Context: an optimization exercise on an open-source flow, tuned for small area, a short achievable clock period and few clock cycles per item. The choices shown serve that exercise and are no tape-out recipe. RTL that was checked went through simulation tests only; none was proved equivalent to the original.

==> flow/design.v (excerpt) <==
module rgb_hue_shifter (
  input  logic        clk,
  input  logic        rst_n,
  input  logic        in_tvalid,
  output logic        in_tready,
  input  logic [23:0] in_tdata,    
  output logic        out_tvalid,
  input  logic        out_tready,
  output logic [55:0] out_tdata,   
  input  logic        cfg_psel,
  input  logic        cfg_penable,
  input  logic        cfg_pwrite,
  input  logic [2:0]  cfg_paddr,
  input  logic [31:0] cfg_pwdata,
  output logic [31:0] cfg_prdata,
  output logic        cfg_pready
);
export LEC_CHECK = 0
export ABC_AREA = 1
export CAP_MARGIN = 20
export CORE_MARGIN = 2
export CORE_UTILIZATION = 40
export CTS_CLUSTER_DIAMETER = 100
export CTS_CLUSTER_SIZE = 30
export SLEW_MARGIN = 20
create_clock -name core_clock -period 10.0 [get_ports {clk}]
standard.sh (not shown) runs the stock make flow with config.mk's settings and CLKGATE_MAP_FILE= SYNTH_SCRIPT=/design/flow/synth_recipe.tcl, a recipe that flattens the netlist after the stock synthesis.
==> flow/flow/run.sh <==
#!/bin/bash
set -euo pipefail
bash standard.sh SETUP_SLACK_MARGIN=6.5 TNS_END_PERCENT=100 finish > standard.log 2>&1
Testbench counts at the start, summed over its fixed seeds: cycles 32,888, items 32,768.
Change:
--- a/flow/design.v
+++ b/flow/design.v
@@ -172,21 +172,20 @@
   logic [7:0]  dv_p  [NST+1];
   logic [1:0]  dv_m  [NST+1];
   logic [16:0] dv_hq [NST+1];
   logic [7:0]  dv_sr [NST+1];
   logic [6:0]  dv_sl [NST+1];
   logic [8:0]  dv_sq [NST+1];
   logic [7:0]  dv_s  [NST+1];
   logic [11:0] dv_pa [NST+1];
   logic [11:0] dv_pb [NST+1];
   logic [15:0] dv_pp [NST+1];
-  logic [7:0]  dv_mq [NST+1];
   always_ff @(posedge clk) begin
     if (irst)      dv_v[0] <= 1'b0;
     else if (en) dv_v[0] <= s1_v;
   end
   always_ff @(posedge clk) begin
     if (en) begin
       dv_vv[0] <= s1_vv;
       dv_hd[0] <= hd_2n;
       dv_p[0]  <= hr0_2n;
       dv_m[0]  <= m0_2n;
@@ -224,47 +223,39 @@
         if (en) begin
           dv_sr[k] <= sb[7:0];
           dv_sl[k] <= {dv_sl[k-1][4:0], 2'b00};
           dv_sq[k] <= {dv_sq[k-1][6:0], sa[8], sb[8]};
         end
       end
     end else if (k == 5) begin : g_s
       always_ff @(posedge clk) begin
         if (en) dv_s[k] <= dv_sq[k-1][8:1] + {7'd0, dv_sq[k-1][0]};
       end
-    end else if (k == 6) begin : g_pab
+    end else if (k == 6) begin : g_s2
+      always_ff @(posedge clk) begin
+        if (en) dv_s[k] <= dv_s[k-1];
+      end
+    end else if (k == 7) begin : g_pab
       always_ff @(posedge clk) begin
         if (en) begin
           dv_s[k]  <= dv_s[k-1];
           dv_pa[k] <= dv_vv[k-1] * dv_s[k-1][3:0];
           dv_pb[k] <= dv_vv[k-1] * dv_s[k-1][7:4];
         end
       end
-    end else if (k == 7) begin : g_p
+    end else begin : g_p
       always_ff @(posedge clk) begin
         if (en) begin
           dv_s[k]  <= dv_s[k-1];
           dv_pp[k] <= {4'd0, dv_pa[k-1]} + {dv_pb[k-1], 4'd0};
         end
       end
-    end else begin : g_mq
-      logic [16:0] t;
-      logic [24:0] u;
-      assign t = {1'b0, dv_pp[k-1]} + 17'd128;
-      assign u = {t, 8'd0} + {8'd0, t};
-      always_ff @(posedge clk) begin
-        if (en) begin
-          dv_s[k]  <= dv_s[k-1];
-          dv_pp[k] <= dv_pp[k-1];
-          dv_mq[k] <= u[23:16];
-        end
-      end
     end
   end
   logic [15:0] hq, h_b1n;
   logic        q0;
   logic [18:0] x_b1n;
   logic [3:0]  t4, t4m6;
   logic [2:0]  sec_b1n;
   logic [14:0] g_b1n;
   assign hq     = dv_hq[NST][16:1];
   assign q0     = dv_hq[NST][0];
@@ -275,36 +266,40 @@
   assign sec_b1n = (t4 >= 4'd6) ? t4m6[2:0] : t4[2:0];
   assign g_b1n  = sec_b1n[0] ? x_b1n[14:0] : ~x_b1n[14:0];
   logic [2:0]  dg0_b1n;
   assign dg0_b1n = {1'b0, g_b1n[1:0]} + {2'b00, !sec_b1n[0]};
   logic        b1_v;
   logic [15:0] b1_h, b1_p;
   logic [17:0] b1_p3;
   logic [14:0] b1_g;
   logic [2:0]  b1_dg0;
   logic [2:0]  b1_sec;
-  logic [7:0]  b1_vv, b1_s, b1_mv;
+  logic [7:0]  b1_vv, b1_s, b1_mq;
+  logic [16:0] pt_b1n;
+  logic [24:0] pu_b1n;
+  assign pt_b1n = {1'b0, dv_pp[NST]} + 17'd128;
+  assign pu_b1n = {pt_b1n, 8'd0} + {8'd0, pt_b1n};
   always_ff @(posedge clk) begin
     if (irst)      b1_v <= 1'b0;
     else if (en) b1_v <= dv_v[NST];
   end
   always_ff @(posedge clk) begin
     if (en) begin
       b1_h   <= h_b1n;
       b1_p   <= dv_pp[NST];
       b1_p3  <= {2'b00, dv_pp[NST]} + {1'b0, dv_pp[NST], 1'b0};
       b1_g   <= g_b1n;
       b1_dg0 <= dg0_b1n;
       b1_sec <= sec_b1n;
       b1_vv  <= dv_vv[NST];
       b1_s   <= dv_s[NST];
-      b1_mv  <= dv_vv[NST] - dv_mq[NST];
+      b1_mq  <= pu_b1n[23:16];
     end
   end
   localparam logic [30:0] RC = 31'd16383 + 31'd4161536;
   function automatic [17:0] r4row(input [1:0] dg, input [15:0] p, input [17:0] p3);
     begin
       case (dg)
         2'd0:    r4row = 18'd0;
         2'd1:    r4row = {2'b00, p};
         2'd2:    r4row = {1'b0, p, 1'b0};
         default: r4row = p3;
@@ -349,21 +344,21 @@
   end
   always_ff @(posedge clk) begin
     if (en) begin
       b2_ws  <= c3a[30:0];
       b2_wc  <= c3a[61:31];
       b2_wd  <= c2b[61:31];
       b2_h   <= b1_h;
       b2_sec <= b1_sec;
       b2_vv  <= b1_vv;
       b2_s   <= b1_s;
-      b2_mv  <= b1_mv;
+      b2_mv  <= b1_vv - b1_mq;
     end
   end
   logic [30:0] w_b3n;
   assign w_b3n = b2_ws + b2_wc + b2_wd;
   logic        b3_v;
   logic [15:0] b3_y;
   logic [15:0] b3_h;
   logic [2:0]  b3_sec;
   logic [7:0]  b3_vv, b3_s, b3_mv;
   always_ff @(posedge clk) begin
Count of clock-buffer cells in the layout grows by 2.
Routed wire length drops by 2.0%.
Area after synthesis decreases by 1.6%.
Worst hold slack is worse by 0.0036 ns.
Global-route usage barely changes.
Die area shrinks by 1.6%.
Utilization shrinks by 0.22 points.
First-iteration DRC count goes down by 3.4%.
Fmax drops by 1.3%.
Cell area goes down by 1.9%.
Sequential cell count goes down by 24.
Worst setup slack gets worse by 0.044 ns.
Non-clock buffer count drops by 10.
Function not checked in the second run of this note: the RTL went through the layout flow alone.

[static timing again, ports no longer ideal]
The results above use ideal ports. As a check the final layouts listed here were re-extracted and re-timed, cells and wires unchanged. Step 1 assumes that a clkbuf_16 drives the clock port and a buf_2 every other input. Step 2, shift: input delay + t, output delay - t, t = (earliest + latest rising clock arrival at the registers) / 2. This alone moves slack from input paths to output paths. a / b / c = ideal ports / drivers / drivers and shift; a / b = the first two.
run | shift t [ns] | setup slack, ns | clock arrival spread, ns
the first run | 0.730 | 6.570 / 6.560 / 5.936 | 0.051 / 0.052
the second run | 0.728 | 6.526 / 6.507 / 5.926 | 0.045 / 0.045
After both steps every run listed still meets setup and hold. The setup slack of the first run, which loses most, moves by -0.010 ns with the drivers and by -0.634 ns with both steps.
